What follows belongs to an exercise in optimizing a design on an open flow for a short achievable clock period and few clock cycles per item; a production flow would make more cautious choices. Function was checked by simulation only, so behaviour that the tests miss may differ from the original. No driver is modelled on the clock port, so clock power and skew are understated where the tree is cut down; a real chip needs a root buffer or a tree. Power and IR drop assume default switching activity.

== oak ==
## pcie_ingress_top
module pcie_ingress_top (
  input  wire                                    clk,
  input  wire                                    rst,
  input  wire                                    i_beat_valid,
  input  wire [32:0]                             i_beat,
  input  wire [31:0]                             i_control_addr_base,
  input  wire [pcie_ingress_pkg::BUF_ADDR_W-1:0] i_buf_offset,
  output logic                                   o_credit_return,
  output logic [225:0]                           o_regs,
  output logic                                   o_reg_write_stb,
  output logic                                   o_update_buf_stb,
  output logic [38:0]                            o_cmd,
  output logic [43:0]                            o_buf,
  output logic [30:0]                            o_cplt
);
  logic        b_valid;
  logic [31:0] b_data;
  logic        b_last;
  logic        ev;
  logic [31:0] r_data;
  logic [31:0] r_addr;
  logic        cpl_we;
  logic        cpl_first;
  logic        cpl_last;
  logic [7:0]  tag;
  logic [11:0] byte_cnt;
  logic [9:0]  dw_cnt;
  logic [4:0]  lower_dw;
  ingress_fifo u_fifo (
    .clk             (clk),
    .rst             (rst),
    .i_push          (i_beat_valid),
    .i_beat          (i_beat),
    .o_valid         (b_valid),
    .o_data          (b_data),
    .o_last          (b_last),
    .o_credit_return (o_credit_return)
  );
  tlp_router u_router (
    .clk         (clk),
    .rst         (rst),
    .i_valid     (b_valid),
  ...
==> module ctrl_reg_decoder, before the edit <==
module ctrl_reg_decoder (
  input  wire          clk,
  input  wire          rst,
  input  wire [31:0]   i_control_addr_base,
  input  wire          i_ev,
  input  wire [31:0]   i_data,
  input  wire [31:0]   i_addr,
  output logic [225:0] o_regs,
  output logic         o_reg_write_stb,
  output logic         o_update_buf_stb,
  output logic [38:0]  o_cmd
);
  logic [31:0] base_q;
  logic [29:0] nb;
  logic        nb_cin;
  always_ff @(posedge clk) begin
    base_q <= i_control_addr_base;
  end
  assign nb     = ~base_q[31:2];
  assign nb_cin = (base_q[1:0] == 2'b00);
  logic [29:0] a;
  logic [21:0] ux;
  logic [21:0] uo;
  logic [7:0]  s1;
  logic        c1;
  logic        t1;
  logic        x1;
  assign a  = i_addr[31:2];
  assign ux = a[29:8] ^ nb[29:8];
  assign uo = a[29:8] | nb[29:8];
  always_ff @(posedge clk) begin
    {c1, s1} <= {1'b0, a[7:0]} + {1'b0, nb[7:0]} + 9'(nb_cin);
    t1       <= &(~(ux[21:1] ^ uo[20:0]));
    x1       <= ux[0];
  end
  logic       up_zero;
  logic       setup2;     
  logic       lowreg2;    
  logic       cmdwin2;    
  logic [3:0] s2;
  assign up_zero = t1 && (x1 == c1);
  always_ff @(posedge clk) begin
    setup2  <= up_zero && !s1[7];
    lowreg2 <= up_zero && (s1[7:3] == 5'd0);
    cmdwin2 <= up_zero && (s1[7:4] == 4'h8) && (s1[3:0] <= 4'd10);
    s2      <= s1[3:0];
  end
  logic        ev3;
  logic [31:0] data3;
  always_ff @(posedge clk) begin
    if (rst) ev3 <= 1'b0;
    else     ev3 <= i_ev;
    data3 <= i_data;
  end
  logic        rws4;
  logic        ubs4;
  logic        cmd4;
  logic [7:0]  en4;
  logic [1:0]  ubv4;
  logic [2:0]  kind4;
  logic [1:0]  sel4;
  logic        fifo4;
  logic [31:0] data4;
  logic [2:0]  dkind;
  logic [1:0]  dsel;
  logic        dfifo;
  always_comb begin
    dkind = 3'd5;
    dsel  = 2'd0;
    dfifo = 1'b0;
    if (cmdwin2) begin
      case (s2)
        4'd0:    begin dkind = 3'd0; dsel = 2'd0; dfifo = 1'b0; end
        4'd1:    begin dkind = 3'd1; dsel = 2'd1; dfifo = 1'b0; end
        4'd2:    begin dkind = 3'd1; dsel = 2'd1; dfifo = 1'b1; end
        4'd3:    begin dkind = 3'd2; dsel = 2'd1; dfifo = 1'b0; end
        4'd4:    begin dkind = 3'd2; dsel = 2'd1; dfifo = 1'b1; end
        4'd5:    begin dkind = 3'd1; dsel = 2'd2; dfifo = 1'b0; end
        4'd6:    begin dkind = 3'd2; dsel = 2'd2; dfifo = 1'b0; end
        4'd7:    begin dkind = 3'd1; dsel = 2'd3; dfifo = 1'b0; end
        4'd8:    begin dkind = 3'd2; dsel = 2'd3; dfifo = 1'b0; end
        4'd9:    begin dkind = 3'd3; dsel = 2'd0; dfifo = 1'b0; end
        4'd10:   begin dkind = 3'd4; dsel = 2'd0; dfifo = 1'b0; end
        default: ;
      endcase
    end
  end
  always_ff @(posedge clk) begin
    if (rst) begin
      rws4 <= 1'b0;
      ubs4 <= 1'b0;
      cmd4 <= 1'b0;
      en4  <= 8'd0;
    end else begin
      rws4 <= ev3 && setup2;
      cmd4 <= ev3 && !setup2;
      ubs4 <= ev3 && (!setup2 || (lowreg2 && s2[2:0] == 3'd1));
      for (int k = 0; k < 8; k++) en4[k] <= ev3 && lowreg2 && (s2[2:0] == 3'(k));
    end
    ubv4  <= setup2 ? data3[1:0] : 2'b00;
    kind4 <= dkind;
    sel4  <= dsel;
    fifo4 <= dfifo;
    data4 <= data3;
  end
  logic        cmd_stb;
  logic [2:0]  cmd_kind;
  logic [1:0]  cmd_sel;
  logic        cmd_fifo;
  logic [31:0] cmd_data;
  always_ff @(posedge clk) begin
    if (rst) begin
      o_regs           <= '0;
      o_reg_write_stb  <= 1'b0;
      o_update_buf_stb <= 1'b0;
      cmd_stb          <= 1'b0;
    end else begin
      o_reg_write_stb  <= rws4;
      o_update_buf_stb <= ubs4;
      cmd_stb          <= cmd4;
      if (en4[0]) o_regs[225:194] <= data4;
      if (en4[2]) o_regs[193:162] <= data4;
      if (en4[3]) o_regs[161:130] <= data4;
      if (en4[4]) o_regs[129:98]  <= data4;
      if (en4[5]) o_regs[97:66]   <= data4;
      if (en4[6]) o_regs[65:34]   <= data4;
      if (en4[7]) o_regs[33:2]    <= data4;
      if (ubs4)   o_regs[1:0]     <= ubv4;
    end
  end
  always_ff @(posedge clk) begin
    cmd_kind <= kind4;
    cmd_sel  <= sel4;
    cmd_fifo <= fifo4;
    cmd_data <= data4;
  end
  assign o_cmd = {cmd_stb, cmd_kind, cmd_sel, cmd_fifo, cmd_data};
endmodule
Settings: LEC_CHECK=0, CAP_MARGIN=20, CORE_AREA=5 5 225 225, CTS_CLUSTER_DIAMETER=60, CTS_CLUSTER_SIZE=30, DIE_AREA=0 0 230 230, SETUP_SLACK_MARGIN=3.3, SLEW_MARGIN=20; clock period 5.0 ns.
standard.sh (not shown) runs the stock make flow with config.mk's settings and CLKGATE_MAP_FILE= SYNTH_SCRIPT=/design/flow/synth_recipe.tcl, a recipe that flattens the netlist after the stock synthesis.
==> flow/flow/run.sh <==
#!/bin/bash
# Standard layout, except that the clock tree built by the CTS step is replaced
# by a two-level balanced tree (flow/myct.tcl, run as the CTS step's post hook).
set -euo pipefail
export MYCT_NLEAF=32
export POST_CTS_TCL="$PWD/flow/myct.tcl"
bash standard.sh finish > standard.log 2>&1
Other scripts of this flow, unchanged in this note and not shown: flow/flow/myct.tcl
Testbench counts of oak, summed over its fixed seeds: cycles 18,144, items 2,400.
Changes in pine relative to oak:
-- flow/design.v --
<<< oak, line 128
  logic [31:0] base_q;
  logic [29:0] nb;
  logic        nb_cin;
  always_ff @(posedge clk) begin
    base_q <= i_control_addr_base;
  end
  assign nb     = ~base_q[31:2];
  assign nb_cin = (base_q[1:0] == 2'b00);
  logic [29:0] a;
  logic [21:0] ux;
  logic [21:0] uo;
  logic [7:0]  s1;
  logic        c1;
  logic        t1;
  logic        x1;
>>> pine, line 128
  logic [31:0] base_q;
  logic [29:0] nb;
  logic [8:0]  nbl;       
  always_ff @(posedge clk) begin
    base_q <= i_control_addr_base;
    nbl    <= {1'b0, ~base_q[9:2]} + 9'(base_q[1:0] == 2'b00);
  end
  assign nb = ~base_q[31:2];
  logic [29:0] a;
  logic [21:0] ux;
  logic [21:0] uo;
  logic [3:0]  s1_lo;
  logic        c1_lo;
  logic [4:0]  s1_hi0;
  logic [4:0]  s1_hi1;
  logic        k1;
  logic        t1;
  logic        x1;
<<< oak, line 145
  assign uo = a[29:8] | nb[29:8];
  always_ff @(posedge clk) begin
    {c1, s1} <= {1'b0, a[7:0]} + {1'b0, nb[7:0]} + 9'(nb_cin);
    t1       <= &(~(ux[21:1] ^ uo[20:0]));
    x1       <= ux[0];
  end
  logic       up_zero;
  logic       setup2;     
>>> pine, line 148
  assign uo = a[29:8] | nb[29:8];
  always_ff @(posedge clk) begin
    {c1_lo, s1_lo} <= {1'b0, a[3:0]} + {1'b0, nbl[3:0]};
    s1_hi0         <= {1'b0, a[7:4]} + {1'b0, nbl[7:4]};
    s1_hi1         <= {1'b0, a[7:4]} + {1'b0, nbl[7:4]} + 5'd1;
    k1             <= nbl[8];
    t1             <= &(~(ux[21:1] ^ uo[20:0]));
    x1             <= ux[0];
  end
  logic [4:0] s1_hi;
  logic [7:0] s1;
  logic       c1;
  logic       up_zero;
  logic       setup2;     
<<< oak, line 154
  logic       cmdwin2;    
  logic [3:0] s2;
  assign up_zero = t1 && (x1 == c1);
  always_ff @(posedge clk) begin
>>> pine, line 163
  logic       cmdwin2;    
  logic [3:0] s2;
  assign s1_hi   = c1_lo ? s1_hi1 : s1_hi0;
  assign s1      = {s1_hi[3:0], s1_lo};
  assign c1      = s1_hi[4] | k1;
  assign up_zero = t1 && (x1 == c1);
  always_ff @(posedge clk) begin
==> comparison <==
Detailed router's first-iteration violation count (lower): pine. Per the comparison of pine with oak, number of input and output port buffers inserted was more or less identical, wire length of the first global-routing pass moved up, post-synthesis xor/xnor area fraction rose 0.21 points. Looking at total power draw, pine sits above oak. Comparing pine and oak, register bit total from synthesis is lower on oak. The higher smallest setup slack after layout came out of pine. The run showing the smaller antenna diode instance count is oak. On pine: area after synthesis is 3.1% higher than what oak gave.
Testbench counts of pine, summed over its fixed seeds: cycles 18,144, items 2,400.
No run of this note takes its clock network from TritonCTS; it comes from the design's own scripts or RTL.

==> re-timing with driven ports <==
In the flow no input, the clock included, has a driving cell. The finished layouts below were timed again as built, in two steps. Step 1 sets driving cells, clkbuf_16 on the clock port and buf_2 on the other inputs (assumed; they add their load-dependent delay and slew). Step 2 moves the port delays by t, midway between the first and last clock arrival at a register: inputs arrive t later, outputs are due t later. That takes back most of the time a late clock gives input paths. Slacks: ideal / step 1 / step 2; pairs: ideal / step 1.
run | shift t [ns] | setup WS [ns] | latest minus earliest clock arrival (ns)
oak | 0.476 | 3.085 / 2.993 / 2.963 | 0.014 / 0.014
pine | 0.473 | 3.120 / 3.007 / 2.877 | 0.027 / 0.028
After both steps setup and hold are still met in every run listed. For pine, which loses most, drivers alone change the setup slack by -0.113 ns; drivers and shift together by -0.243 ns.
